Background: an optimization exercise with open tools, aiming at small area and a short achievable clock period. Do not read the settings as production practice.
Only simulation tests tie the RTL to the original design; equivalence was not proved.
Power and IR drop assume default switching activity.

==> flow/design.v <==
`timescale 1ns/10ps
`default_nettype none
package mem_model_pkg;
  localparam int data_width     = 64;
  localparam int ram_items      = 2 ** 28;              
  localparam int index_width    = $clog2(ram_items);
  localparam int addr_width     = index_width + 3;      
  localparam int cache_lines    = 16;
  localparam int line_sel_width = $clog2(cache_lines);
  localparam logic [data_width-1:0] lfsr_taps = 64'hd800_0000_0000_0000;
  localparam logic [data_width-1:0] fill_seed = 64'h9e37_79b9_7f4a_7c15;
  typedef logic [1:0] access_size_t;
  localparam access_size_t size_byte  = 2'd0;
  localparam access_size_t size_half  = 2'd1;
  localparam access_size_t size_word  = 2'd2;
  localparam access_size_t size_dword = 2'd3;
  typedef struct packed {
    logic                  write;
    logic [addr_width-1:0] addr;
    access_size_t          size;
    logic                  sign_ext;
    logic [data_width-1:0] wdata;
  } mem_req_t;
  typedef struct packed {
    logic [index_width-1:0] index;
    logic [data_width-1:0]  mask;    
    logic [data_width-1:0]  data;    
  } word_access_t;
  typedef struct packed {
    logic [2:0]   offset;
    access_size_t size;
    logic         sign_ext;
  } load_tag_t;
endpackage
`default_nettype wire
`timescale 1ns/10ps
`default_nettype none
module mem_model_top (
  input  wire         glb_clk,
  input  wire         reset,
  input  wire         req_valid,
  input  wire         req_write,
  input  wire [30:0]  req_addr,
  input  wire [1:0]   req_size,
  input  wire         req_sign_ext,
  input  wire [63:0]  req_wdata,
  output wire         rsp_valid,
  output wire [63:0]  rsp_data
);
  localparam logic [63:0] lfsr_taps = mem_model_pkg::lfsr_taps;
  localparam logic [63:0] fill_seed = mem_model_pkg::fill_seed;
  logic [15:0] line_valid;
  logic [27:0] line_tag  [16];
  logic [63:0] line_data [16];
  logic [3:0]  fill_ptr;
  logic [63:0] fill_value;
  logic        rsp_valid_q;
  logic        req;
  logic        store;
  logic [27:0] index;
  logic [2:0]  offset;
  logic [15:0] line_hit;
  logic        hit;
  logic [15:0] ptr_dec;
  logic [15:0] alloc;
  logic [63:0] read_word;
  assign req    = req_valid & ~reset;
  assign store  = req_write;
  assign index  = req_addr[30:3];
  assign offset = req_addr[2:0];
  always_comb begin
    for (int i = 0; i < 16; i++) begin
      line_hit[i] = line_valid[i] && (line_tag[i] == index);
      ptr_dec[i]  = (fill_ptr == 4'(i));
    end
  end
  assign hit = |line_hit;
  always_comb begin
    read_word = fill_value & {64{~hit}};
    for (int i = 0; i < 16; i++) begin
      read_word = read_word | (line_data[i] & {64{line_hit[i]}});
    end
  end
  logic [7:0]  size_lanes;
  logic [7:0]  byte_lanes;
  logic [63:0] wdata_rep;     
  logic [63:0] write_word;
  always_comb begin
    unique case (req_size)
      2'd0:    size_lanes = 8'h01;
      2'd1:    size_lanes = 8'h03;
      2'd2:    size_lanes = 8'h0f;
      default: size_lanes = 8'hff;
    endcase
    byte_lanes = size_lanes << offset;
    unique case (req_size)
      2'd0:    wdata_rep = {8{req_wdata[7:0]}};
      2'd1:    wdata_rep = {4{req_wdata[15:0]}};
      2'd2:    wdata_rep = {2{req_wdata[31:0]}};
      default: wdata_rep = req_wdata;
    endcase
    for (int b = 0; b < 8; b++) begin
      write_word[b*8 +: 8] = (store && byte_lanes[b]) ? wdata_rep[b*8 +: 8] : fill_value[b*8 +: 8];
    end
  end
  assign alloc = ptr_dec & {16{req & ~hit}};
  always_ff @(posedge glb_clk) begin
    for (int i = 0; i < 16; i++) begin
      if (alloc[i]) begin
        line_tag[i] <= index;
      end
      for (int b = 0; b < 8; b++) begin
        if (alloc[i] || (req && store && line_hit[i] && byte_lanes[b])) begin
          line_data[i][b*8 +: 8] <= write_word[b*8 +: 8];
        end
      end
    end
  end
  always_ff @(posedge glb_clk) begin
    if (reset) begin
      line_valid <= '0;
      fill_ptr   <= '0;
    end else begin
      line_valid <= line_valid | alloc;
      if (req_valid) begin
        fill_ptr <= fill_ptr + 4'd1;
      end
    end
  end
  always_ff @(posedge glb_clk) begin
    if (reset) begin
      fill_value <= fill_seed;
    end else begin
      fill_value <= (fill_value >> 1) ^ (fill_value[0] ? lfsr_taps : 64'd0);
    end
  end
  logic [7:0]  msb_lane;      
  logic [15:0] sign_cand;     
  logic        fill_cand;
  logic        sign;
  logic [63:0] word_q;
  logic [7:0]  sel0_q;        
  logic [3:0]  sel1_q;        
  logic        ext1_q;        
  logic [1:0]  sel23_q;       
  logic        ext23_q;       
  logic        dword_q;       
  logic        ext47_q;       
  always_comb begin
    unique case (req_size)
      2'd0:    msb_lane = 8'b1 << offset;
      2'd1:    msb_lane = 8'b1 << {offset[2:1], 1'b1};
      default: msb_lane = 8'b1 << {offset[2], 2'b11};
    endcase
    for (int i = 0; i < 16; i++) begin
      sign_cand[i] = 1'b0;
      for (int m = 0; m < 8; m++) begin
        sign_cand[i] = sign_cand[i] | (msb_lane[m] & line_data[i][m*8+7]);
      end
    end
    fill_cand = 1'b0;
    for (int m = 0; m < 8; m++) begin
      fill_cand = fill_cand | (msb_lane[m] & fill_value[m*8+7]);
    end
    sign = (fill_cand & ~hit) | |(sign_cand & line_hit);
  end
  always_ff @(posedge glb_clk) begin
    word_q  <= read_word;
    sel0_q  <= 8'b1 << offset;
    sel1_q  <= (req_size == 2'd0) ? 4'b0 : (4'b1 << offset[2:1]);
    ext1_q  <= (req_size == 2'd0) & req_sign_ext & sign;
    sel23_q <= req_size[1] ? (2'b1 << offset[2]) : 2'b0;
    ext23_q <= ~req_size[1] & req_sign_ext & sign;
    dword_q <= (req_size == 2'd3);
    ext47_q <= (req_size != 2'd3) & req_sign_ext & sign;
  end
  logic [7:0] wbyte [8];
  logic [7:0] out0;
  logic [7:0] out1;
  logic [15:0] out23;
  always_comb begin
    for (int b = 0; b < 8; b++) begin
      wbyte[b] = word_q[b*8 +: 8];
    end
    out0 = '0;
    for (int b = 0; b < 8; b++) begin
      out0 = out0 | (wbyte[b] & {8{sel0_q[b]}});
    end
    out1 = {8{ext1_q}};
    for (int j = 0; j < 4; j++) begin
      out1 = out1 | (wbyte[2*j+1] & {8{sel1_q[j]}});
    end
    out23 = ({wbyte[3], wbyte[2]} & {16{sel23_q[0]}})
          | ({wbyte[7], wbyte[6]} & {16{sel23_q[1]}})
          | {16{ext23_q}};
  end
  always_ff @(posedge glb_clk) begin
    if (reset) begin
      rsp_valid_q <= 1'b0;
    end else begin
      rsp_valid_q <= req_valid & ~req_write;
    end
  end
  assign rsp_data = {(word_q[63:32] & {32{dword_q}}) | {32{ext47_q}}, out23, out1, out0};
  assign rsp_valid = rsp_valid_q;
endmodule
`default_nettype wire
==> flow/flow/run.sh <==
#!/bin/bash
# Standard ORFS layout, except that the port buffers are plain buf_2 cells
# (ORFS otherwise picks a slow delay buffer for them and never swaps it out).
set -euo pipefail
export BUFFER_PORTS_ARGS="-buffer_cell sky130_fd_sc_hd__buf_2"
bash standard.sh > standard.log 2>&1
==> flow/standard.sh <==
#!/bin/bash
# synth_recipe.tcl (not shown) runs the flow's synth.tcl, then flattens the netlist and writes it again
# the make line also repeats each setting of config.mk as NAME=value (left out here)
make -C /OpenROAD-flow-scripts/flow DESIGN_CONFIG=/design/flow/config.mk WORK_HOME=/design/flow/orfs CLKGATE_MAP_FILE= SYNTH_SCRIPT=/design/flow/synth_recipe.tcl "${@:-finish}"
==> flow/config.mk <==
export PLATFORM = sky130hd
export DESIGN_NAME = mem_model_top
export DESIGN_NICKNAME = mem_model_top
export VERILOG_FILES = /design/flow/design.v
export SDC_FILE = /design/flow/constraint.sdc
export NUM_CORES = 4
export LEC_CHECK = 0
export CAP_MARGIN = 20
export CORE_MARGIN = 2
export CORE_UTILIZATION = 40
export SETUP_SLACK_MARGIN = 5
export SLEW_MARGIN = 20
==> flow/constraint.sdc <==
create_clock -name core_clock -period 9.0 [get_ports {glb_clk}]
set_input_delay 1.8000 -clock core_clock [delete_from_list [all_inputs] [get_ports {glb_clk}]]
set_output_delay 1.8000 -clock core_clock [all_outputs]
set_load 0.01 [all_outputs]
==> results by group, run 1 <==
Outcome
  – Status: no timing/DRC/antenna violations

STA
  – Final hold vios: 0
  – Hold WS: ~0.46 ns
  – Final min period: roughly 4.4 ns
  – Relative slew slack: approximately a third
  – Fmax: 0.227 GHz
  – Unrepaired setup endpoints after global routing: yes
  – Fin crit share: 48.9%
  – Final setup viols: 0
  – Worst-margin pin slew: roughly 1 ns
  – Setup total negative slack: 0 ns
  – Setup Skew: around 0.1 ns
  – Setup ws final: roughly 4.6 ns
  – Slew Limit Fails: 0

Route
  – Vias: ~44000
  – DR WL met3: between 30000 and 40000 um
  – First DRT Iteration DRCs: ~7600
  – Drt first pass iters: 11
  – Metal1 wirelength: between 90000 and 100000 um
  – Top sig layer: met5
  – Metal2 WL: roughly 110000 um
  – WL per Instance: 36.4 um
  – WL final: ~260000 um
  – Via density: about 6.3
  – # DRC: 0
  – Routed Antenna Nets: 0

Placed design
  – Routability cong.: between 0.9 and 1
  – DP Area: just under 0.07 sq mm
  – Placed Cells: about 6300
  – Place WS: approximately 2.5 ns
  – Final HPWL DP: 140000 um
  – IO buf count: between 150 and 200

GRT
  – Total track usage: between 20% and 30%
  – Initial antenna violation count: 16
  – Total grt overflow: 0
  – Largest net degree at the start of global routing: slightly above 50
  – First-pass GRT wire length: approximately 340000 um
  – Vias in the first global route: about 41000

Floorplan
  – Die H: ~410 um
  – Starting Density: approximately two fifths
  – Die span in x: slightly above 400 um
  – CORE AREA: approximately 0.16 sq mm
  – Boundary Pins: 167
  – Die footprint: 0.164 sq mm
  – # rows: approximately 150

Layout
  – Post-route insts no fill: 7018
  – Most frequent cells in the layout: edfxtp_1, xor2_1, a22oi_1, clkbuf_16, buf_12
  – Final core occ: between 50% and 60%
  – Fin area: 0.0835 sq mm
  – Area growth, synth to finish: 29.8%
  – Commonest non-fill, non-tap cell in the layout: edfxtp_1
  – Total Nets Final: 4820
  – Layout cells sized above 1: about 28%

Power and ir drop
  – Worst vdd ir: 0.000173 V
  – Gate power share: ~6.1%
  – Register share of total power: ~52%
  – Power share of the clock group: about two fifths
  – Switching power: about 3.8 mW
  – Sw frac: 23.6%
  – Pwr dens: a little under 200 mW/mm^2
  – Pwr Total: about 16 mW
  – Internal power: between 10 and 15 mW
  – LEAKAGE: 28.6 nW

Synthesis
  – Post-Syn Area: 0.0643 sq mm
  – Syn_area_per_cell: about 16 sq um
  – Synth async-reset ratio: 0%
  – Ranking of synthesized cells by area: edfxtp_1, dfxtp_1, xor2_1
  – Top cell type's share of synthesized area: 68.7%
  – Sequential area share after synthesis: approximately 74%
  – Main synth FF type: edfxtp_1
  – Synth warnings: 4
  – Post-synth EDFFs: roughly 1500
  – Synth Register Bits: roughly 1600
  – Largest area contributor in the netlist: edfxtp_1
  – Unique masters post-synth: 56
  – Mapped Nets: between 4000 and 5000
  – Post-Synthesis Cells: between 4000 and 5000

Min path
  – Min-delay worst type: flip-flop to flip-flop

Critical path
  – Worst Setup Start Kind: primary input
  – Critical Path Fanout Max: 8
  – CP endpoint kind: flip-flop
  – Critical path required time: 9.52 ns
  – Setup CP Type: primary input to flip-flop
  – Data arrival time of the critical path: 4.92 ns

Clock network
  – # hold bufs at CTS: 0
  – Clock sink count: around 1600
  – Clock insertion delay at the later pin of the skew report: around 0.85 ns
  – Root Buffer Master: clkbuf_16
  – Clock Path Buffers: 3
  – CTS Buf Count: between 150 and 200
  – Worst-path clk slew: ~0.060 ns
  – H-tree levels: 4
  – CTS tree: yes

Run
  – Max cap viols: 0
[layout make-up]
type | instances | area, sq um
Antenna cell | 5 | 12.5
Clock buffer | 213 | 4400
Clock inverter | 95 | 900
Fill cell | 12603 | 76700
Inverter | 41 | 215
Multi-Input combinational cell | 2146 | 18400
Sequential cell | 1639 | 47500
Tap cell | 2160 | 2700
Timing Repair Buffer | 703 | 9230
Timing Repair inverter | 16 | 120
[critical path: stages]
cell,delay (ns)
buf_16,0.11
buf_12,0.12
buf_8,0.12
buf_6,0.11
buf_12,0.12
xnor2_4,0.12
nand4_1,0.28
nor4_4,0.09
buf_4,0.16
nor4_4,0.27
and4_4,0.30
buf_12,0.12
buf_6,0.11
buf_8,0.10
buf_6,0.13
nand4_4,0.19
buf_12,0.22
buf_16,0.14
o21ai_4,0.08
buf_12,0.19
[path summary, 6_finish.rpt]
check	start	end	slack (ns)	cells after the start
max	req_addr[9]	line_data[11][47]$_DFFE_PP_	4.60	20
min reg2reg	line_valid[1]$_SDFF_PP0_	line_valid[1]$_SDFF_PP0_	0.46	2
max reg2reg	line_tag[15][17]$_DFFE_PP_	line_data[11][47]$_DFFE_PP_	5.45	16
min	line_valid[1]$_SDFF_PP0_	line_valid[1]$_SDFF_PP0_	0.46	2
[synthesized netlist by cell type, drive strengths merged, types with 70 or more instances]
library cell and number:
dfxtp 167, xor2 273, o21ai 165, clkbuf 81
xnor2 175, nor2 70, nor4 79, edfxtp 1472
nand2 201, a22o 99, a21o 75, a22oi 250
a221oi 120, nand4 123, nand3 76, buf 188
a222oi 71
[power by group through the flow]
stage	clock network (mW)	registers (mW)	logic, mW
floorplan	0	8.62	0.456
global placement	0	8.68	0.773
detailed placement	0	8.68	0.780
CTS	6.80	8.52	0.928
global route	7.10	8.52	1.03
finish	6.80	8.52	1.00
[per-layer routing]
| layer | up-vias | track usage [%] |
|---|---|---|
| met1 | 22541 | 40.1 |
| met4 | 16 | 13.0 |
| li1 | 17470 | - |
| met5 | - | 0 |
| met2 | 3674 | 45.1 |
| met3 | 767 | 8.82 |
[flip-flops by register name, indices dropped and copies added, names as in the netlist]
name         flops
ext23_q          1
ext1_q           1
dword_q          1
sel23_q          2
fill_ptr         4
line_valid      16
word_q          64
rsp_valid_q      1
fill_value      64
sel0_q           8
line_tag       448
line_data     1024
ext47_q          1
sel1_q           4
[what timing repair did]
| item | in CTS | in global routing |
|---|---|---|
| cloned | 49 | 9 |
| endpoints found under the setup margin | 2319 | 1955 |
| pin swaps | 112 | 50 |
| resized for setup | 595 | 296 |
| buffers inserted | 333 | 60 |
[cell families after synthesis]
kind of cell,share of synthesized area (%)
compound gates,10.8
xor+xnor,6.10
fa+ha+maj,0.0778
buf+inv,2.21
flops,73.9
mux,1.04
simple gates,5.88
==> run 2, diff against run 1 <==
--- a/flow/config.mk
+++ b/flow/config.mk
@@ -9,3 +9,4 @@
 export CORE_MARGIN = 2
-export CORE_UTILIZATION = 40
+export CORE_UTILIZATION = 60
+export CTS_BUF_LIST = sky130_fd_sc_hd__clkbuf_8
 export SETUP_SLACK_MARGIN = 5
==> run 2 against run 1 <==
Against the previous run: still clean; setup slack better by 0.29 ns; area after synthesis stayed put; first-iteration DRC count is 7.5% lower; largest cell class unchanged; largest power group unchanged.
==> results by group, run 2 <==
Outcome
  – Status: no timing/DRC/antenna violations

Critical path
  – Worst reg-to-reg path cell count: 11 (-5)
  – Data arrival time of the critical path: 4.92 ns (about the same)
  – R2r startpoint: line_tag[6][0]$_DFFE_PP_
  – Worst Setup Start Kind: primary input
  – Setup CP Type: primary input to flip-flop
  – R2R setup slack: 5.49 ns (+0.04 ns)
  – Critical Path Fanout Max: 34 (+26)
  – RR Endpoint: word_q[49]$_DFF_P_
  – CP endpoint kind: flip-flop
  – Critical path required time: 9.81 ns (+0.29 ns)

Synthesis
  – Synth Register Bits: 1639 (unchanged)
  – Ranking of synthesized cells by area: edfxtp_1, dfxtp_1, xor2_1
  – Largest area contributor in the netlist: edfxtp_1
  – Synth async-reset ratio: 0% (unchanged)
  – Post-Synthesis Cells: 4091 (unchanged)
  – Unique masters post-synth: 56 (unchanged)
  – Cell with the most instances after synthesis: edfxtp_1
  – Synth warnings: 4 (unchanged)
  – Post-Syn Area: 0.0643 sq mm (unchanged)
  – Mapped Nets: 4197 (unchanged)
  – Top post-synthesis cells by count: edfxtp_1, xor2_1, a22oi_1
  – Syn_area_per_cell: 15.7 sq um (unchanged)
  – Sequential area share after synthesis: 73.9% (unchanged)
  – Post-synth EDFFs: 1472 (unchanged)
  – Top cell type's share of synthesized area: 68.7% (unchanged)
  – Main synth FF type: edfxtp_1

GRT
  – Largest net degree at the start of global routing: 85 (+67%)
  – Met2 Use GR: 62.0% (+17 points)
  – First-pass GRT wire length: 312000 um (-7.9%)
  – Global route hottest layer: met2
  – Met3 usage: 11.0% (+2.2 points)
  – Initial antenna violation count: 11 (-5)
  – Vias in the first global route: 41869 (+0.98%)
  – Met1 usage: 53.3% (+13 points)
  – Total grt overflow: 0 (unchanged)
  – Total track usage: 40.5% (+11 points)

Layout
  – Total Nets Final: 4716 (-2.2%)
  – Fill count: 6667 (-47%)
  – Biggest regs: line_data (1024), line_tag (448)
  – Layout cells sized above 1: 24.5% (-3.6 points)
  – Fin area: 0.0777 sq mm (-7.0%)
  – Area growth, synth to finish: 20.7%
  – Final core occ: 72.8% (+21 points)
  – Largest Register: line_data
  – Commonest non-fill, non-tap cell in the layout: edfxtp_1
  – Number of flip-flops under the largest register name: 1024 (unchanged)
  – Most frequent cells in the layout: edfxtp_1, clkbuf_8, xor2_1, a22oi_1, nand2_1
  – Post-route insts no fill: 6213 (-11%)

Clock network
  – Root Buffer Master: clkbuf_8
  – Clock sink count: 1639 (unchanged)
  – Clock Path Buffers: 4 (+1)
  – Worst-path clk slew: 0.06 ns (about the same)
  – CTS Buf Count: 276 (+65%)
  – Clock insertion delay at the later pin of the skew report: 0.97 ns (+0.12 ns)
  – # hold bufs at CTS: 0 (unchanged)
  – CTS tree: yes
  – H-tree levels: 5 (+1)

Route
  – Drt first pass iters: 6 (-5)
  – First DRT Iteration DRCs: 7006 (-7.5%)
  – Vias: 43230 (-2.8%)
  – Routed Antenna Nets: 0 (unchanged)
  – # DRC: 0 (unchanged)
  – WL final: 230000 um (-9.8%)
  – Via density: 6.96 (+9.8%)
  – WL per Instance: 37.0 um (+1.9%)

STA
  – Fmax: 0.243 GHz (+7.1%)
  – Final min period: 4.11 ns (-0.291 ns)
  – Setup ws final: 4.89 ns (+0.291 ns)
  – Setup Skew: 0.0752 ns (-0.0271 ns)
  – Hold WS: 0.451 ns (-0.0132 ns)
  – Worst-margin pin slew: 1.09 ns (+0.0974 ns)
  – Unrepaired setup endpoints after global routing: yes
  – Slew Limit Fails: 0 (unchanged)
  – Relative slew slack: 27.0% (-6.5 points)
  – Final setup viols: 0 (unchanged)
  – Fin crit share: 45.7% (-3.2 points)
  – Final hold vios: 0 (unchanged)
  – Setup total negative slack: 0 ns (unchanged)

Floorplan
  – # rows: 120 (-18%)
  – CORE AREA: 0.107 sq mm (-33%)
  – Die span in x: 331 um (-18%)
  – Die footprint: 0.110 sq mm (-33%)
  – Boundary Pins: 167 (unchanged)
  – Die H: 331 um (-18%)
  – Starting Density: 60.3% (+20 points)

Power and ir drop
  – Pwr dens: 199 mW/mm^2 (+2.0%)
  – Worst vdd ir: 0.000168 V (-2.7%)
  – Pwr Total: 15.5 mW (-5.1%)
  – LEAKAGE: 26.9 nW (-5.9%)

Placed design
  – Place WS: 1.69 ns (-0.779 ns)
  – IO buf count: 166 (unchanged)
  – Routability cong.: 1.02 (+4.9%)
  – Placed Cells: 5503 (-12%)
  – Final HPWL DP: 137000 um (-2.5%)
  – DP Area: 0.0676 sq mm (-1.3%)

Min path
  – Hold Path Depth: 1 (-1)
  – Worst hold endpoint: fill_value[37]$_SDFF_PP1_
  – Hold_sp: fill_value[38]$_SDFF_PP0_
  – Min-delay worst type: flip-flop to flip-flop

Run
  – Max cap viols: 0 (unchanged)
run 2: cell counts after synthesis:
Identical to the previous run, type by type.
run 2: cells by family after synthesis:
kind of cell             synth area share (%)
flip-flops                               73.9
AO/OA/AOI/OAI                            10.8
AND/OR/NAND/NOR                          5.88
XOR/XNOR                                 6.10
buffers and inverters                    2.21
multiplexers                             1.04
adder cells (fa/ha/maj)                0.0778
run 2: where the power goes:
group	leakage, nW	total [mW]	internal (mW)	switching [mW]
combinational	9.50	0.892	0.275	0.616
clock	2.83	6.07	3.15	2.92
sequential	14.6	8.52	8.44	0.0855
total	26.9	15.5	11.9	3.62
run 2: worst max-delay path by stage:
stage	slack (ns)	endpoint	from
final	4.89	word_q[49]$_DFF_P_	req_addr[23]
after global routing	4.93	line_data[5][42]$_DFFE_PP_	req_size[0]
after CTS	4.93	line_data[8][32]$_DFFE_PP_	req_size[0]
after detailed placement	1.69	line_data[0][57]$_DFFE_PP_	req_addr[24]
after global placement	1.76	line_data[1][57]$_DFFE_PP_	req_addr[24]
after floorplan	4.63	line_tag[11][0]$_DFFE_PP_	req_addr[19]
run 2: critical path, stage by stage:
cell and delay [ns]:
buf_8 0.16, xor2_1 0.21, nor4_2 0.30, nand4_1 0.51, nor4_4 0.48, buf_4 0.18
buf_12 0.28, buf_16 0.25, a222oi_1 0.13, a21boi_0 0.18, nand4_1 0.16, a21o_1 0.25
run 2: cell type report:
class                   instances  area, sq um  area share (%)
clock buffers                 295         4060            5.23
clock inverters               176          855            1.10
repair buffers                494         5560            7.15
flip-flops and latches       1639        47500            61.2
diodes                          7         17.5          0.0226
multi-input cells            2142        17500            22.6
repair inverters               16          120           0.155
well taps                    1403         1760            2.26
inverters                      41          214           0.275
run 2: repair_timing:
item                                    4_1_cts  5_1_grt
endpoints found under the hold margin         0        0
gates cloned                                 25       13
setup buffers                               150       44
endpoints found under the setup margin     2147     1595
pin swaps                                    72       27
resized for setup                           365      106
run 2: per-layer routing:
layer | wire length (um) | vias to the layer above | share of wire, %
met1 | 80300 | 21547 | 35
met2 | 104000 | 3628 | 45
met5 | 14 | - | 0.0061
li1 | - | 17252 | -
met4 | 15300 | 2 | 6.6
met3 | 31000 | 801 | 13
==> run 3, diff against run 2 <==
--- a/flow/config.mk
+++ b/flow/config.mk
@@ -9,3 +9,3 @@
 export CORE_MARGIN = 2
-export CORE_UTILIZATION = 60
+export CORE_UTILIZATION = 40
 export CTS_BUF_LIST = sky130_fd_sc_hd__clkbuf_8
@@ -13 +13,2 @@
 export SLEW_MARGIN = 20
+export TNS_END_PERCENT = 10
==> run 3 against run 2 <==
Against the previous run: maximum frequency shrank 2.1%; power grew 1.1%; setup slack lost 0.090 ns; register-to-register slack lost 0.04 ns; combinational power grew 3.1%; core utilization shrank 24 points; critical endpoint is now word_q[51]$_DFF_P_; largest cell class unchanged.
==> results by group, run 3 <==
STA
  – Unrepaired setup endpoints after global routing: yes
  – Slew Limit Fails: 0 (unchanged)
  – Hold WS: 0.452 ns (+0.00111 ns)
  – Final setup viols: 0 (unchanged)
  – Fmax: 0.238 GHz (-2.1%)
  – Setup total negative slack: 0 ns (unchanged)
  – Setup ws final: 4.80 ns (-0.0901 ns)
  – Final hold vios: 0 (unchanged)
  – Fin crit share: 46.7% (+1.0 points)
  – Worst-margin pin slew: 1.20 ns (+0.104 ns)
  – Relative slew slack: 20.0% (-7.0 points)
  – Final min period: 4.20 ns (+0.0901 ns)
  – Setup Skew: 0.0790 ns (+0.00380 ns)

Clock network
  – Clock insertion delay at the later pin of the skew report: 1.03 ns (+0.06 ns)
  – CTS Buf Count: 288 (+4.3%)
  – Root Buffer Master: clkbuf_8
  – H-tree levels: 5 (unchanged)
  – Clock sink count: 1639 (unchanged)
  – Clock Path Buffers: 4 (unchanged)
  – Worst-path clk slew: 0.06 ns (about the same)
  – CTS tree: yes

Layout
  – Post-route insts no fill: 7009 (+13%)
  – Commonest non-fill, non-tap cell in the layout: edfxtp_1
  – Total Nets Final: 4753 (+0.78%)
  – Area growth, synth to finish: 22.0%
  – Layout cells sized above 1: 24.8% (+0.23 points)
  – Largest Register: line_data
  – Fill count: 13491 (+100%)
  – Biggest regs: line_data (1024), line_tag (448)
  – Number of flip-flops under the largest register name: 1024 (unchanged)
  – Most frequent cells in the layout: edfxtp_1, clkbuf_8, xor2_1, a22oi_1, buf_4

Synthesis
  – Synth async-reset ratio: 0% (unchanged)
  – Main synth FF type: edfxtp_1
  – Post-synth EDFFs: 1472 (unchanged)
  – Sequential area share after synthesis: 73.9% (unchanged)
  – Post-Syn Area: 0.0643 sq mm (unchanged)
  – Top post-synthesis cells by count: edfxtp_1, xor2_1, a22oi_1
  – Synth Register Bits: 1639 (unchanged)
  – Mapped Nets: 4197 (unchanged)
  – Cell with the most instances after synthesis: edfxtp_1
  – Syn_area_per_cell: 15.7 sq um (unchanged)
  – Synth warnings: 4 (unchanged)
  – Ranking of synthesized cells by area: edfxtp_1, dfxtp_1, xor2_1
  – Unique masters post-synth: 56 (unchanged)
  – Top cell type's share of synthesized area: 68.7% (unchanged)
  – Post-Synthesis Cells: 4091 (unchanged)
  – Largest area contributor in the netlist: edfxtp_1

Critical path
  – Setup CP Type: primary input to flip-flop
  – Slowest CP cell: a211oi_1
  – CP endpoint kind: flip-flop
  – WP depth: 13 (+1)
  – Data arrival time of the critical path: 4.97 ns (+0.05 ns)
  – Top delay family on crit path: buffers and inverters
  – Worst Setup Start Kind: primary input
  – Critical Path Fanout Max: 40 (+18%)
  – CP peak stage delay: 0.68 ns (+0.17 ns)
  – Critical path required time: 9.77 ns (-0.04 ns)
  – R2R setup slack: 5.45 ns (-0.04 ns)
  – Worst reg-to-reg path cell count: 13 (+2)
  – Worst-path cell chain: buf_8 > buf_6 > xor2_1 > nor4_4 > nand2_1 > nor4_4 > clkbuf_16 > buf_12 > buf_6 > a22oi_1 > nand3_1 > a211oi_1 > nand2_1
  – Buffers and inverters on the worst path: 5 (+1)

Power and ir drop
  – Internal power: 11.9 mW (+0.54%)
  – Gate power share: 5.9% (about the same)
  – Register share of total power: 54.4% (-0.6 points)
  – Pwr dens: 199 mW/mm^2 (about the same)
  – Sw frac: 23.8% (+0.41 points)
  – Switching power: 3.72 mW (+2.8%)
  – LEAKAGE: 27.1 nW (+0.48%)
  – Worst vdd ir: 0.000139 V (-18%)
  – Power share of the clock group: 39.7% (+0.5 points)

Min path
  – Hold Path Depth: 1 (unchanged)
  – Min-delay worst type: flip-flop to flip-flop

Route
  – # DRC: 0 (unchanged)
  – Routed Antenna Nets: 0 (unchanged)
  – First DRT Iteration DRCs: 6920 (-1.2%)
  – Via density: 6.10 (-12%)
  – WL final: 235000 um (+2.0%)
  – Vias: 42730 (-1.2%)
  – WL per Instance: 33.5 um (-9.6%)
  – Drt first pass iters: 8 (+2)

Floorplan
  – Die footprint: 0.164 sq mm (+49%)
  – CORE AREA: 0.160 sq mm (+50%)
  – Boundary Pins: 167 (unchanged)
  – Starting Density: 40.2% (-20 points)
  – # rows: 147 (+23%)
  – Die span in x: 405 um (+22%)
  – Die H: 405 um (+22%)

GRT
  – Initial antenna violation count: 20 (+9)
  – Vias in the first global route: 40681 (-2.8%)
  – Largest net degree at the start of global routing: 50 (-41%)
  – Total grt overflow: 0 (unchanged)
  – First-pass GRT wire length: 316000 um (+1.2%)
  – Total track usage: 27.5% (-13 points)

Placed design
  – Placed Cells: 6250 (+14%)
  – Place WS: 2.15 ns (+0.464 ns)
  – Final HPWL DP: 138000 um (+0.41%)
  – Routability cong.: 0.981 (-3.7%)
  – IO buf count: 166 (unchanged)

Outcome
  – Status: no timing/DRC/antenna violations

Run
  – Max cap viols: 0 (unchanged)
run 3: changes by cell type in the layout (fill, tap and decap cells not counted), sizes merged, moves of 3 or more:
cell and change:
clkinv -26, inv +29, buf +25, and4 +3, bufinv -3, clkbuf +11
run 3: cell type report:
cell class	instances	area (sq um)	share of cell area (%)
inverter	41	218	0.277
multi-input combinational	2147	17400	22.2
clock buffer	310	4270	5.44
sequential	1639	47500	60.6
timing repair inverter	16	120	0.153
antenna	5	12.5	0.0159
clock inverter	177	771	0.982
timing repair buffer	514	5400	6.88
tap	2160	2700	3.44
run 3: worst paths after layout:
path | from | end
max | req_addr[28] | word_q[51]$_DFF_P_
min | fill_value[36]$_SDFF_PP1_ | fill_value[35]$_SDFF_PP1_
min reg2reg | fill_value[36]$_SDFF_PP1_ | fill_value[35]$_SDFF_PP1_
max reg2reg | line_tag[11][13]$_DFFE_PP_ | word_q[61]$_DFF_P_
run 3: timing repair:
action	4_1_cts	5_1_grt
pin swaps	38	54
setup buffers	143	85
endpoints found under the setup margin	2083	2055
cloned	29	10
gates resized for setup	414	117
hold buffers	0	0
run 3: power by group through the flow:
stage	clock network (mW)	logic [mW]	registers, mW
final	6.21	0.920	8.52
after global routing	6.58	0.956	8.52
after CTS	6.25	0.860	8.52
after detailed placement	0	0.778	8.68
after global placement	0	0.770	8.68
after floorplan	0	0.436	8.63
run 3: layer usage:
metal  GRT usage (%)  routed length [um]
met5               0                 175
met4            11.7               11100
met3            7.80               28800
met2            41.1              104000
met1            37.5               90900
run 3: cell families (layout without fill, tap and decap cells):
logic type                 after synthesis  after routing  share of synthesized area (%)
other                                    0              5                              0
xor gates and xnor gates               448            448                           6.10
buffers and inverters                  310           1058                           2.21
muxes                                   66             66                           1.04
adders and majority gates                4              4                         0.0778
and+or+nand+nor                        700            705                           5.88
DFF                                   1639           1639                           73.9
AOI/OAI and AO/OA                      924            924                           10.8
run 3: per-stage QoR:
stage / utilization [%] / total power [mW] / instance area (sq um)
after global routing: 49.0 / 16.1 / 78500
after global placement: 42.4 / 9.45 / 68000
after detailed placement: 42.5 / 9.45 / 68000
after CTS: 48.1 / 15.6 / 77000
final: 49.0 / 15.6 / 78500
after floorplan: - / 9.06 / 65000
==> run 4, diff against run 3 <==
--- a/flow/config.mk
+++ b/flow/config.mk
@@ -13,2 +13 @@
 export SLEW_MARGIN = 20
-export TNS_END_PERCENT = 10
==> run 4 against run 3 <==
Against the previous run: global-route usage grew 0.54 points; worst hold slack improved by 0.0048 ns; area after synthesis unchanged; sequential cell count is the same; clock power is 0.8% higher; sequential power about the same; core utilization increased by 0.094 points; cell count is 0.53% lower; still clean on timing, DRC and antenna.
==> results by group, run 4 <==
GRT
  – Initial antenna violation count: 21 (+5.0%)
  – Largest net degree at the start of global routing: 58 (+16%)
  – Total grt overflow: 0 (unchanged)
  – First-pass GRT wire length: 322000 um (+1.7%)
  – Vias in the first global route: 40835 (+0.38%)
  – Total track usage: 28.0% (+0.54 points)

Synthesis
  – Ranking of synthesized cells by area: edfxtp_1, dfxtp_1, xor2_1
  – Sequential area share after synthesis: 73.9% (unchanged)
  – Largest area contributor in the netlist: edfxtp_1
  – Post-Syn Area: 0.0643 sq mm (unchanged)
  – Cell with the most instances after synthesis: edfxtp_1
  – Unique masters post-synth: 56 (unchanged)
  – Mapped Nets: 4197 (unchanged)
  – Syn_area_per_cell: 15.7 sq um (unchanged)
  – Synth Register Bits: 1639 (unchanged)
  – Synth warnings: 4 (unchanged)
  – Main synth FF type: edfxtp_1
  – Post-Synthesis Cells: 4091 (unchanged)
  – Top post-synthesis cells by count: edfxtp_1, xor2_1, a22oi_1
  – Top cell type's share of synthesized area: 68.7% (unchanged)
  – Post-synth EDFFs: 1472 (unchanged)
  – Synth async-reset ratio: 0% (unchanged)

Power and ir drop
  – LEAKAGE: 27.0 nW (-0.20%)
  – Worst vdd ir: 0.000143 V (+3.0%)
  – Pwr dens: 199 mW/mm^2 (about the same)

Layout
  – Layout cells sized above 1: 24.5% (-0.28 points)
  – Post-route insts no fill: 6972 (-0.53%)
  – Area growth, synth to finish: 22.2%
  – Largest Register: line_data
  – Most frequent cells in the layout: edfxtp_1, clkbuf_8, xor2_1, a22oi_1, nand2_1
  – Total Nets Final: 4711 (-0.88%)
  – Fin area: 0.0786 sq mm (+0.19%)
  – Commonest non-fill, non-tap cell in the layout: edfxtp_1
  – Number of flip-flops under the largest register name: 1024 (unchanged)
  – Biggest regs: line_data (1024), line_tag (448)

Critical path
  – CP peak stage delay: 0.44 ns (-0.24 ns)
  – CP endpoint kind: flip-flop
  – Top delay family on crit path: simple AND/OR/NAND/NOR gates
  – Data arrival time of the critical path: 4.96 ns (about the same)
  – Worst Setup Start Kind: primary input
  – Worst-path cell chain: buf_6 > buf_12 > xor2_1 > nor4_2 > nand4_1 > nor4_4 > buf_12 > buf_12 > a22o_1 > a221oi_1 > nand4_1 > a21o_1
  – Critical Path Fanout Max: 36 (-10%)
  – Setup CP Type: primary input to flip-flop
  – Most used cell, CP: buf_12
  – Buffers and inverters on the worst path: 4 (-1)
  – Critical path required time: 9.87 ns (+0.10 ns)
  – Slowest CP cell: nand4_1

Clock network
  – # hold bufs at CTS: 0 (unchanged)
  – Clock Path Buffers: 4 (unchanged)
  – Worst-path clk slew: 0.06 ns (about the same)
  – H-tree levels: 5 (unchanged)
  – CTS Buf Count: 284 (-1.4%)
  – Clock sink count: 1639 (unchanged)
  – Clock insertion delay at the later pin of the skew report: 1.02 ns (about the same)
  – Root Buffer Master: clkbuf_8
  – CTS tree: yes

Floorplan
  – Die span in x: 405 um (unchanged)
  – Die footprint: 0.164 sq mm (unchanged)
  – Boundary Pins: 167 (unchanged)
  – Die H: 405 um (unchanged)
  – # rows: 147 (unchanged)
  – Starting Density: 40.2% (unchanged)
  – CORE AREA: 0.160 sq mm (unchanged)

Min path
  – Min-delay worst type: flip-flop to flip-flop

STA
  – Fmax: 0.245 GHz (+2.8%)
  – Unrepaired setup endpoints after global routing: yes
  – Hold WS: 0.457 ns (+0.00479 ns)
  – Setup Skew: 0.0946 ns (+0.0157 ns)
  – Worst-margin pin slew: 1.07 ns (-0.127 ns)
  – Slew Limit Fails: 0 (unchanged)
  – Final min period: 4.09 ns (-0.113 ns)
  – Fin crit share: 45.4% (-1.3 points)
  – Final setup viols: 0 (unchanged)
  – Relative slew slack: 28.5% (+8.5 points)
  – Final hold vios: 0 (unchanged)
  – Setup total negative slack: 0 ns (unchanged)

Route
  – WL final: 234000 um (-0.31%)
  – First DRT Iteration DRCs: 6242 (-9.8%)
  – # DRC: 0 (unchanged)
  – Drt first pass iters: 9 (+1)
  – Vias: 42518 (-0.50%)
  – WL per Instance: 33.6 um (+0.22%)
  – Via density: 6.10 (about the same)
  – Routed Antenna Nets: 0 (unchanged)

Placed design
  – Final HPWL DP: 140000 um (+2.1%)
  – DP Area: 0.0684 sq mm (+0.63%)
  – IO buf count: 166 (unchanged)
  – Routability cong.: 0.971 (-1.0%)
  – Placed Cells: 6254 (+0.064%)

Run
  – Max cap viols: 0 (unchanged)

Outcome
  – Status: no timing/DRC/antenna violations
run 4: through the flow:
stage / power, mW / utilization (%) / setup slack, ns
floorplan: 9.08 / - / 4.63
global placement: 9.45 / 42.7 / 2.48
detailed placement: 9.46 / 42.7 / 2.46
CTS: 15.7 / 48.6 / 4.81
global route: 16.1 / 49.1 / 4.95
finish: 15.7 / 49.1 / 4.91
run 4: power by group:
group,leakage [nW],switching [mW],internal [mW]
sequential,14.6,0.0854,8.44
combinational,9.41,0.621,0.268
clock,3.00,3.00,3.25
total,27.0,3.71,12.0
run 4: final timing paths:
check	startpoint	slack, ns	cells past startpoint	end
setup / recovery	req_addr[9]	4.91	12	word_q[19]$_DFF_P_
hold / removal	line_data[3][37]$_DFFE_PP_	0.46	2	word_q[37]$_DFF_P_
setup reg to reg	line_tag[0][27]$_DFFE_PP_	5.58	7	line_data[0][36]$_DFFE_PP_
hold reg to reg	line_data[3][37]$_DFFE_PP_	0.46	2	word_q[37]$_DFF_P_
run 4: area by class of cell:
type,instances,area (sq um)
timing repair buffer,477,5330
antenna,3,7.51
multi-input combinational,2146,17600
fill,13397,81600
clock inverter,185,880
sequential,1639,47600
tap,2160,2700
clock buffer,305,4200
timing repair inverter,16,120
inverter,41,215
run 4: tightest hold or removal path: stages, from the launching register on:
cell and delay [ns]:
edfxtp_1 0.32, a221oi_1 0.07, nand3_1 0.07
run 4: timing repair:
action | 4_1_cts | 5_1_grt
resized for setup | 351 | 110
cloned | 23 | 3
setup buffers | 181 | 17
setup endpoints to repair | 1986 | 1824
pin swaps | 63 | 21
run 4: logic make-up after synthesis:
group,share of synthesized area (%)
fa+ha+maj,0.0778
xor+xnor,6.10
buf+inv,2.21
simple gates,5.88
compound gates,10.8
mux,1.04
flops,73.9
run 4: per-layer routing:
layer  vias up  GRT usage (%)  wire, um
met5         -              0       166
met2      3058           42.1    104000
li1      17270              -         -
met1     21569           37.6     89600
met3       595           8.17     28400
met4        26           12.9     11900
==> run 5, diff against run 4 <==
--- a/flow/config.mk
+++ b/flow/config.mk
@@ -10,3 +10,5 @@
 export CORE_UTILIZATION = 40
-export CTS_BUF_LIST = sky130_fd_sc_hd__clkbuf_8
+export CTS_BUF_LIST = sky130_fd_sc_hd__clkbuf_16
+export CTS_CLUSTER_DIAMETER = 80
+export CTS_CLUSTER_SIZE = 24
 export SETUP_SLACK_MARGIN = 5
==> run 5 against run 4 <==
Against the previous run: still clean; combinational power up 21%; first-iteration DRC count up 18%; clock skew down 0.035 ns; area after synthesis unchanged; core utilization up 2.4 points; setup slack worse by 0.52 ns; power down 8.9%; clock power down 25%; sequential power about the same; sequential share of layout area down 2.8 points; worst hold slack better by 0.020 ns; critical path type unchanged; critical endpoint is now word_q[53]$_DFF_P_; highest routed layer unchanged.
==> results by group, run 5 <==
Power and ir drop
  – Pwr dens: 173 mW/mm^2 (-13%)
  – Worst vdd ir: 0.000162 V (+13%)
  – LEAKAGE: 28.1 nW (+3.9%)

Synthesis
  – Ranking of synthesized cells by area: edfxtp_1, dfxtp_1, xor2_1
  – Post-synth EDFFs: 1472 (unchanged)
  – Largest area contributor in the netlist: edfxtp_1
  – Synth Register Bits: 1639 (unchanged)
  – Sequential area share after synthesis: 73.9% (unchanged)
  – Cell with the most instances after synthesis: edfxtp_1
  – Top post-synthesis cells by count: edfxtp_1, xor2_1, a22oi_1
  – Top cell type's share of synthesized area: 68.7% (unchanged)
  – Post-Synthesis Cells: 4091 (unchanged)
  – Mapped Nets: 4197 (unchanged)
  – Unique masters post-synth: 56 (unchanged)
  – Syn_area_per_cell: 15.7 sq um (unchanged)
  – Synth async-reset ratio: 0% (unchanged)
  – Synth warnings: 4 (unchanged)
  – Main synth FF type: edfxtp_1
  – Post-Syn Area: 0.0643 sq mm (unchanged)

Floorplan
  – Die footprint: 0.164 sq mm (unchanged)
  – Die span in x: 405 um (unchanged)
  – CORE AREA: 0.160 sq mm (unchanged)
  – Die H: 405 um (unchanged)
  – Starting Density: 40.2% (unchanged)
  – Boundary Pins: 167 (unchanged)
  – # rows: 147 (unchanged)

Layout
  – Layout cells sized above 1: 28.8% (+4.3 points)
  – Commonest non-fill, non-tap cell in the layout: edfxtp_1
  – Total Nets Final: 4779 (+1.4%)
  – Area growth, synth to finish: 28.1%
  – Fin area: 0.0824 sq mm (+4.8%)
  – Area of the multi-input gates: 0.0191 sq mm (+8.7%)
  – Fill count: 12722 (-5.0%)
  – Number of flip-flops under the largest register name: 1024 (unchanged)
  – Register Area: 0.0475 sq mm (about the same)
  – Biggest regs: line_data (1024), line_tag (448)
  – Largest Register: line_data
  – Most frequent cells in the layout: edfxtp_1, a22oi_1, xor2_1, buf_12, xnor2_1
  – Final core occ: 51.4% (+2.4 points)

Critical path
  – Worst Setup Start Kind: primary input
  – RR Endpoint: word_q[53]$_DFF_P_
  – Crit path capture: word_q[53]$_DFF_P_
  – Data arrival time of the critical path: 5.22 ns (+0.26 ns)
  – Slowest CP cell: xnor2_1
  – R2r startpoint: line_tag[12][10]$_DFFE_PP_
  – Most used cell, CP: buf_6
  – Worst reg-to-reg path cell count: 17 (+10)
  – Setup CP Type: primary input to flip-flop
  – Worst-path cell chain: buf_4 > bufbuf_16 > xnor2_1 > nand4_1 > nor4_4 > buf_4 > nor4_4 > buf_4 > buf_6 > buf_6 > buf_6 > buf_6 > buf_6 > buf_8 > and4_4 > buf_12 > buf_6 > a21o_4
  – CP peak stage delay: 0.51 ns (+0.07 ns)
  – R2R setup slack: 5.42 ns (-0.16 ns)
  – Critical Path Fanout Max: 5 (-86%)
  – Crit. Startpoint: req_addr[19]
  – Critical path required time: 9.61 ns (-0.26 ns)
  – CP endpoint kind: flip-flop

Placed design
  – DP Area: 0.0684 sq mm (unchanged)
  – IO buf count: 166 (unchanged)
  – Final HPWL DP: 140000 um (unchanged)
  – Routability cong.: 0.971 (unchanged)

Route
  – Routed Antenna Nets: 0 (unchanged)
  – WL final: 253000 um (+8.3%)
  – Vias: 44035 (+3.6%)
  – First DRT Iteration DRCs: 7370 (+18%)
  – Via density: 6.37 (+4.4%)
  – Drt first pass iters: 8 (-1)
  – # DRC: 0 (unchanged)
  – WL per Instance: 36.7 um (+9.2%)

Run
  – Max cap viols: 0 (unchanged)

STA
  – Relative slew slack: 28.5% (about the same)
  – Setup Skew: 0.0594 ns (-0.0353 ns)
  – Final setup viols: 0 (unchanged)
  – Slew Limit Fails: 0 (unchanged)
  – Fin crit share: 51.2% (+5.8 points)
  – Unrepaired setup endpoints after global routing: yes
  – Fmax: 0.217 GHz (-11%)
  – Worst-margin pin slew: 1.07 ns (-0.000421 ns)
  – Setup total negative slack: 0 ns (unchanged)
  – Final hold vios: 0 (unchanged)
  – Final min period: 4.61 ns (+0.519 ns)

Clock network
  – Clock Path Buffers: 3 (-1)
  – Clock sink count: 1639 (unchanged)
  – Clock insertion delay at the later pin of the skew report: 0.76 ns (-0.26 ns)
  – # hold bufs at CTS: 0 (unchanged)
  – H-tree levels: 3 (-2)
  – Root Buffer Master: clkbuf_16
  – CTS Buf Count: 89 (-69%)
  – CTS tree: yes
  – Worst-path clk slew: 0.09 ns (+0.03 ns)

GRT
  – Met2 Use GR: 45.1% (+3.1 points)
  – Met1 usage: 40.0% (+2.4 points)
  – Total grt overflow: 0 (unchanged)
  – Global route hottest layer: met2
  – First-pass GRT wire length: 340000 um (+5.6%)
  – Total track usage: 29.9% (+1.9 points)
  – Initial antenna violation count: 19 (-9.5%)
  – Vias in the first global route: 41047 (+0.52%)
  – Largest net degree at the start of global routing: 55 (-5.2%)
  – Met3 usage: 8.13% (-0.043 points)

Outcome
  – Status: no timing/DRC/antenna violations

Min path
  – Min-delay worst type: flip-flop to flip-flop
[run 5: layer usage]
layer,vias up,share of wire (%)
li1,17291,-
met1,22516,37
met2,3515,44
met3,693,13
met4,20,5.9
met5,-,0.18
[run 5: worst min-delay path by stage]
stage,from,end,slack [ns],cells after the start
CTS,line_data[7][50]$_DFFE_PP_,word_q[50]$_DFF_P_,0.47,2
global placement,fill_value[1]$_SDFF_PP0_,fill_value[0]$_SDFF_PP1_,0.45,1
detailed placement,fill_value[33]$_SDFF_PP0_,fill_value[32]$_SDFF_PP1_,0.45,1
global route,line_valid[1]$_SDFF_PP0_,line_valid[1]$_SDFF_PP0_,0.50,2
floorplan,fill_value[2]$_SDFF_PP1_,word_q[2]$_DFF_P_,0.42,2
finish,line_valid[1]$_SDFF_PP0_,line_valid[1]$_SDFF_PP0_,0.48,2
[run 5: cell families (layout without fill, tap and decap cells)]
| kind of cell | Yosys count | after routing | synth area share (%) |
|---|---|---|---|
| other | 0 | 13 | 0 |
| muxes | 66 | 66 | 1.04 |
| adders and majority gates | 4 | 4 | 0.0778 |
| buffers and inverters | 310 | 956 | 2.21 |
| DFF | 1639 | 1639 | 73.9 |
| AOI/OAI and AO/OA | 924 | 924 | 10.8 |
| xor gates and xnor gates | 448 | 448 | 6.10 |
| and+or+nand+nor | 700 | 705 | 5.88 |
[run 5: final cells by class]
class / instances / share of cell area [%]
multi-input combinational: 2147 / 23.2
tap: 2160 / 3.28
clock inverter: 67 / 0.713
antenna: 13 / 0.0395
timing repair buffer: 739 / 11.8
clock buffer: 93 / 2.82
inverter: 41 / 0.263
sequential: 1639 / 57.7
timing repair inverter: 16 / 0.146
[run 5: power by group]
group | internal [mW] | leakage (nW) | total [mW] | switching [mW]
Sequential | 8.42 | 14.6 | 8.51 | 0.0933
Combinational | 0.386 | 11.9 | 1.08 | 0.692
Clock | 2.02 | 1.53 | 4.68 | 2.66
[run 5: through the flow]
| stage | cells | hold slack (ns) | total power [mW] | worst slack, ns |
|---|---|---|---|---|
| finish | 6915 | 0.477 | 14.3 | 4.39 |
| global route | 6903 | 0.498 | 14.6 | 4.49 |
| floorplan | 4091 | 0.424 | 9.08 | 4.63 |
| CTS | 6836 | 0.472 | 14.2 | 4.74 |
| global placement | 6254 | 0.446 | 9.45 | 2.48 |
| detailed placement | 6254 | 0.449 | 9.46 | 2.46 |
[run 5: worst max-delay path, delay by kind of cell]
kind	cells	cell delay [ns]
compound gates	1	0.26
simple gates	4	0.93
buf+inv	12	1.70
xor+xnor	1	0.51
[run 5: timing repair]
| action | CTS | global route |
|---|---|---|
| setup buffers | 371 | 60 |
| setup endpoints to repair | 2387 | 1990 |
| resized for setup | 854 | 230 |
| pin swaps | 164 | 34 |
| gates cloned | 51 | 6 |

## separate check: timing with driven ports
Ports are ideal in the flow. The routed layouts listed here were re-timed in OpenROAD. Step 1 (the two cells are an assumption about what drives the block):
set clk [get_ports {glb_clk}]
set_driving_cell -lib_cell sky130_fd_sc_hd__clkbuf_16 $clk
set_driving_cell -lib_cell sky130_fd_sc_hd__buf_2 [delete_from_list [all_inputs] $clk]
Step 2, shift: input delay + t, output delay - t, t = (earliest + latest rising clock arrival at the registers) / 2. This alone moves slack from input paths to output paths. a / b / c = ideal / step 1 / step 2; a / b = the first two.
run	t (ns)	slack for setup (ns)	hold slack, ns	clock arrival spread, ns
run 1	0.881	4.596 / 4.571 / 3.690	0.464 / 0.464 / 0.464	0.102 / 0.102
run 2	1.007	4.888 / 4.834 / 3.827	0.451 / 0.451 / 0.451	0.076 / 0.076
run 3	1.060	4.798 / 4.818 / 3.761	0.452 / 0.452 / 0.452	0.085 / 0.085
run 4	1.051	4.910 / 4.957 / 3.906	0.457 / 0.457 / 0.457	0.098 / 0.098
run 5	0.817	4.391 / 4.433 / 3.616	0.477 / 0.477 / 0.477	0.065 / 0.065
After both steps every run listed still meets setup and hold. The setup slack of run 2, which loses most, moves by -0.054 ns with the drivers and by -1.061 ns with both steps.
